From an optimization exercise on the open Yosys and OpenROAD flow, aimed at small area, a short achievable clock period and few clock cycles per item; shortcuts taken in it are not production practice.
Only simulation tests tie the RTL to the original design; equivalence was not proved. The clock port is modelled as an ideal driver; clocking choices that lean on that would not hold on a real chip.

## red
==> flow/design.v <==
package lfulru_pkg;
  localparam int SLOTS  = 16;
  localparam int SLOT_W = (SLOTS > 1) ? $clog2(SLOTS) : 1;
  localparam int CNT_W  = $clog2(SLOTS + 1);
  localparam int KEY_W  = 32;
  localparam int DATA_W = 32;
  localparam int USES_W = 8;
  localparam int CAP_W  = 5;
  localparam logic FUNC_GET = 1'b0;
  localparam logic FUNC_PUT = 1'b1;
endpackage
module lfulru_engine (
  input  logic                             clk,
  input  logic                             rst,
  input  logic                             start,
  input  logic                             func,
  input  logic [lfulru_pkg::KEY_W-1:0]     lookup_key,
  input  logic [lfulru_pkg::DATA_W-1:0]    store_value,
  input  logic [lfulru_pkg::CNT_W-1:0]     cap_eff,
  input  logic                             cap_zero,
  input  logic                             cap_we,
  input  logic [lfulru_pkg::CNT_W-1:0]     cap_new,
  output logic                             busy,
  output logic                             done,
  output logic                             hit,
  output logic [lfulru_pkg::DATA_W-1:0]    read_value
);
  localparam int N  = lfulru_pkg::SLOTS;
  localparam int UW = lfulru_pkg::USES_W;
  logic                          op_vld;
  logic                          op_put;       
  logic                          op_wr;        
  logic [lfulru_pkg::KEY_W-1:0]  op_key;
  logic [lfulru_pkg::DATA_W-1:0] op_value;
  logic [N-1:0]                  match_r;      
  logic                          hit_p;        
  logic [UW-1:0]                 m_uses_r;     
  logic                          busy_q;
  logic                          done_r;
  logic                          hit_r;
  logic [lfulru_pkg::DATA_W-1:0] rdata_r;
  logic [N-1:0]                  valid;
  logic [lfulru_pkg::KEY_W-1:0]  keys  [N];
  logic [lfulru_pkg::DATA_W-1:0] vals  [N];
  logic [UW-1:0]                 uses  [N];
  logic [N-1:0]                  ord   [N];    
  logic [lfulru_pkg::CNT_W-1:0]  entries;
  logic [lfulru_pkg::CNT_W-1:0]  entries_nx;
  logic                          at_cap;       
  logic                          take;
  logic [N-1:0]                  raw_match;
  logic [UW-1:0]                 raw_uses;
  logic                          eq_prev;
  logic [N-1:0]                  match;
  logic [lfulru_pkg::DATA_W-1:0] m_data;
  logic [N-1:0]                  victim;
  logic [N-1:0]                  free_s;
  logic [N-1:0]                  tgt;
  logic [N-1:0]                  we;
  logic [N-1:0]                  lt;           
  logic [UW-1:0]                 u_inc;
  logic [UW-1:0]                 u_new;
  logic                          do_ins;
  logic                          do_use;
  assign busy   = busy_q;
  assign done   = done_r;
  assign take   = start && !busy_q;
  always_comb begin
    for (int i = 0; i < N; i++) begin
      raw_match[i] = valid[i] && (keys[i] == lookup_key);
    end
  end
  assign eq_prev = (lookup_key == op_key);
  always_comb begin
    if (eq_prev && do_ins) begin
      match = tgt;
    end else begin
      match = raw_match & ~(tgt & {N{do_ins}});
    end
  end
  always_comb begin
    raw_uses = '0;
    m_data   = '0;
    for (int i = 0; i < N; i++) begin
      raw_uses = raw_uses | (uses[i] & {UW{raw_match[i]}});
      m_data   = m_data | (vals[i] & {lfulru_pkg::DATA_W{match_r[i]}});
    end
  end
  always_comb begin
    for (int i = 0; i < N; i++) begin
      victim[i] = valid[i];
      for (int j = 0; j < N; j++) begin
        if (j < i) begin
          victim[i] = victim[i] & !ord[j][i];
        end else if (j > i) begin
          victim[i] = victim[i] & ord[i][j];
        end
      end
    end
  end
  always_comb begin
    for (int i = 0; i < N; i++) begin
      free_s[i] = !valid[i] && ((i == 0) || valid[(i > 0) ? i - 1 : 0]);
    end
  end
  assign do_ins     = op_wr && !hit_p;
  assign entries_nx = (do_ins && !at_cap) ? entries + lfulru_pkg::CNT_W'(1) : entries;
  assign do_use = op_wr || (op_vld && !op_put && hit_p);
  always_comb begin
    if (hit_p) begin
      tgt = match_r;
    end else if (at_cap) begin
      tgt = victim;
    end else begin
      tgt = free_s;
    end
    we = tgt & {N{do_use}};
  end
  assign u_inc = (m_uses_r == '1) ? m_uses_r : (m_uses_r + UW'(1));
  assign u_new = do_ins ? UW'(1) : u_inc;
  function automatic logic less_than(input logic [UW-1:0] a, input logic [UW-1:0] b);
    logic [7:0] l0, e0;
    logic [3:0] l1, e1;
    logic [1:0] l2, e2;
    for (int i = 0; i < 8; i++) begin
      l0[i] = !a[i] && b[i];
      e0[i] = !(a[i] ^ b[i]);
    end
    for (int i = 0; i < 4; i++) begin
      l1[i] = l0[2*i+1] || (e0[2*i+1] && l0[2*i]);
      e1[i] = e0[2*i+1] && e0[2*i];
    end
    for (int i = 0; i < 2; i++) begin
      l2[i] = l1[2*i+1] || (e1[2*i+1] && l1[2*i]);
      e2[i] = e1[2*i+1] && e1[2*i];
    end
    less_than = l2[1] || (e2[1] && l2[0]);
  endfunction
  always_comb begin
    for (int k = 0; k < N; k++) begin
      lt[k] = !valid[k] || less_than(u_new, uses[k]);
    end
  end
  always_ff @(posedge clk) begin
    if (rst) begin
      op_vld  <= 1'b0;
      op_wr   <= 1'b0;
      done_r  <= 1'b0;
      busy_q  <= 1'b1;
      valid   <= '0;
      entries <= '0;
      at_cap  <= 1'b0;
    end else begin
      op_vld <= take;
      op_wr  <= take && (func == lfulru_pkg::FUNC_PUT) && !cap_zero;
      done_r <= op_vld;
      busy_q <= 1'b0;
      if (do_ins) begin
        valid <= valid | tgt;
      end
      entries <= entries_nx;
      at_cap  <= cap_we ? (entries_nx >= cap_new) : (entries_nx >= cap_eff);
    end
  end
  always_ff @(posedge clk) begin
    op_put   <= (func == lfulru_pkg::FUNC_PUT);
    op_key   <= lookup_key;
    op_value <= store_value;
    match_r  <= match;
    hit_p    <= |match;
    m_uses_r <= (eq_prev && do_use) ? u_new : raw_uses;
    hit_r    <= hit_p;
    rdata_r  <= op_put ? '0 : (m_data | {lfulru_pkg::DATA_W{!hit_p}});
  end
  always_ff @(posedge clk) begin
    for (int i = 0; i < N; i++) begin
      if (we[i]) begin
        uses[i] <= u_new;
        if (op_put) begin
          vals[i] <= op_value;
        end
        if (do_ins) begin
          keys[i] <= op_key;
        end
      end
      for (int j = i + 1; j < N; j++) begin
        if (we[i]) begin
          ord[i][j] <= lt[j];
        end else if (we[j]) begin
          ord[i][j] <= !lt[i];
        end
      end
    end
  end
  assign hit        = hit_r;
  assign read_value = rdata_r;
endmodule
module lfu_cache_lru_tiebreak_top (
  input  logic                          clk,
  input  logic                          rst,
  input  logic                          start,
  output logic                          busy,
  input  logic                          func,
  input  logic signed [31:0]            lookup_key,
  input  logic signed [31:0]            store_value,
  output logic                          done,
  output logic                          hit,
  output logic signed [31:0]            read_value,
  input  logic                          capacity_we,
  input  logic [lfulru_pkg::CAP_W-1:0]  capacity_in_use
);
  logic [lfulru_pkg::CNT_W-1:0]   cap_eff;
  logic                           cap_zero;
  logic [lfulru_pkg::CNT_W-1:0]   cap_new;
  logic [31:0]                    read_value_u;
  always_comb begin
    if (32'(capacity_in_use) > 32'(lfulru_pkg::SLOTS)) begin
      cap_new = lfulru_pkg::CNT_W'(lfulru_pkg::SLOTS);
    end else begin
      cap_new = lfulru_pkg::CNT_W'(capacity_in_use);
    end
  end
  always_ff @(posedge clk) begin
    if (rst) begin
      cap_eff  <= lfulru_pkg::CNT_W'(lfulru_pkg::SLOTS);
      cap_zero <= 1'b0;
    end else if (capacity_we) begin
      cap_eff  <= cap_new;
      cap_zero <= (capacity_in_use == '0);
    end
  end
  lfulru_engine u_engine (
    .clk         (clk),
    .rst         (rst),
    .start       (start),
    .func        (func),
    .lookup_key  (lookup_key),
    .store_value (store_value),
    .cap_eff     (cap_eff),
    .cap_zero    (cap_zero),
    .cap_we      (capacity_we),
    .cap_new     (cap_new),
    .busy        (busy),
    .done        (done),
    .hit         (hit),
    .read_value  (read_value_u)
  );
  assign read_value = read_value_u;
endmodule
export LEC_CHECK = 0
export ABC_CLOCK_PERIOD_IN_PS = 3100
export CAP_MARGIN = 20
export CORE_MARGIN = 2
export CORE_UTILIZATION = 40
export PLACE_DENSITY = 0.6
export SETUP_SLACK_MARGIN = 2.9
export SLEW_MARGIN = 20
create_clock -name core_clock -period 6.0 [get_ports {clk}]
standard.sh (not shown) runs the stock make flow with config.mk's settings and CLKGATE_MAP_FILE= SYNTH_SCRIPT=/design/flow/synth_recipe.tcl, a recipe that flattens the netlist after the stock synthesis.
==> flow/flow/run.sh <==
#!/bin/bash
# Standard layout, with two changes:
# - the port buffers are buf_4 cells instead of the delay-type buffer the
#   port-buffering step picks on its own (every port still gets its own buffer);
# - clock tree synthesis clusters up to 20 sinks per leaf buffer and inserts
#   no dummy loads.
set -euo pipefail
export BUFFER_PORTS_ARGS="-buffer_cell sky130_fd_sc_hd__buf_4"
export CTS_ARGS="-sink_clustering_enable -repair_clock_nets -dont_use_dummy_load -sink_clustering_size 20 -sink_clustering_max_diameter 80"
bash standard.sh finish > standard_flow.log 2>&1
Testbench counts of red, summed over its fixed seeds: cycles 4,816, items 4,800.
## Diff of input files: blue against red
- ABC_CLOCK_PERIOD_IN_PS now 3200, was 3100
- SETUP_SLACK_MARGIN now 2.8, was 2.9
--- a/flow/flow/run.sh
+++ b/flow/flow/run.sh
@@ -5 +5 @@
-# - clock tree synthesis clusters up to 20 sinks per leaf buffer and inserts
+# - clock tree synthesis clusters up to 28 sinks per leaf buffer and inserts
@@ -9 +9 @@
-export CTS_ARGS="-sink_clustering_enable -repair_clock_nets -dont_use_dummy_load -sink_clustering_size 20 -sink_clustering_max_diameter 80"
+export CTS_ARGS="-sink_clustering_enable -repair_clock_nets -dont_use_dummy_load -sink_clustering_size 28 -sink_clustering_max_diameter 100"
Notes after the runs:
- The area after synthesis was comparable across red and blue.
- For red, the launching instance or port of the critical path was u_engine.m_uses_r[1]$_DFF_P_, unlike blue, where it was u_engine.m_uses_r[4]$_DFF_P_.
- Against red as the reference, blue delivers a higher share of the final layout cell area in sequential cells.
- The setup slack of blue is larger than that of red.
Edits applied to the flow inputs when going from blue to green:
- swapping 3200 for 3100 in ABC_CLOCK_PERIOD_IN_PS
- swapping 2.8 for 2.9 in SETUP_SLACK_MARGIN
==> flow/flow/run.sh <==
#!/bin/bash
# Standard layout, with the port buffers made of buf_4 cells instead of the
# delay-type buffer the port-buffering step picks on its own. Every input and
# output port still gets its own buffer.
set -euo pipefail
export BUFFER_PORTS_ARGS="-buffer_cell sky130_fd_sc_hd__buf_4"
bash standard.sh finish > standard_flow.log 2>&1
## What came out
The start point of the critical path comes out u_engine.m_uses_r[4]$_DFF_P_ in one run and u_engine.m_uses_r[0]$_DFF_P_ in the other, namely in blue and green respectively. green ends up with a initial antenna violation count that is 1 lower than in blue. Compared green vs blue, and worst path required time is up in green. Core utilization: green higher than blue.
Setup changes, green to orange
- CORE_UTILIZATION now 55, was 40
- PLACE_DENSITY now 0.7, was 0.6
==> flow/flow/run.sh <==
#!/bin/bash
# Standard layout, with two changes:
# - the port buffers are buf_4 cells instead of the delay-type buffer the
#   port-buffering step picks on its own (every port still gets its own buffer);
# - clock tree synthesis clusters up to 30 sinks per leaf buffer and inserts
#   no dummy loads.
set -euo pipefail
export BUFFER_PORTS_ARGS="-buffer_cell sky130_fd_sc_hd__buf_4"
export CTS_ARGS="-sink_clustering_enable -repair_clock_nets -dont_use_dummy_load -sink_clustering_size 30 -sink_clustering_max_diameter 100"
bash standard.sh finish > standard_flow.log 2>&1
==> comparison <==
orange finished end to end and its layout was clean on timing, DRC and antenna.
Diff green -> orange: routed length on met2 now smaller, area of the core region moved down.
Re number of setup buffers added after CTS: orange and green aren't equal, and the lower value belongs to green.
Cell count: orange lower than green
The utilization in orange sits 15 points above the value recorded for green.
orange gives less design area than green did.
Between green and orange, the maximum frequency from static timing analysis figures differ only marginally.
Compared orange vs green, and sequential share of layout area is up in orange.
orange vs. green: largest incremental delay on the critical path went up by 0.02 ns.

==> afterwards: timing with drivers on the ports <==
The flow's constraints put no driver on any port. The routed layouts listed below were extracted and timed again, unchanged, in two steps.
Step 1 (the two cells are an assumption about what drives the block):
set clk [get_ports {clk}]
set_driving_cell -lib_cell sky130_fd_sc_hd__clkbuf_16 $clk
set_driving_cell -lib_cell sky130_fd_sc_hd__buf_2 [delete_from_list [all_inputs] $clk]
Step 2 also shifts input and output timing later by t, the mid clock arrival at the registers, as if the neighbouring blocks saw the same clock.
a / b / c = ideal / step 1 / step 2; a / b = the first two.
run | shift t [ns] | slack for setup (ns) | clock arrival spread, ns
red | 0.764 | 2.616 / 2.616 / 2.010 | 0.118 / 0.118
blue | 0.779 | 2.637 / 2.637 / 1.959 | 0.138 / 0.138
green | 0.872 | 2.599 / 2.599 / 1.985 | 0.072 / 0.072
orange | 0.752 | 2.604 / 2.604 / 2.127 | 0.149 / 0.149
After both steps setup and hold are still met in every run listed. For blue, which loses most, drivers alone change the setup slack by 0.000 ns; drivers and shift together by -0.678 ns.
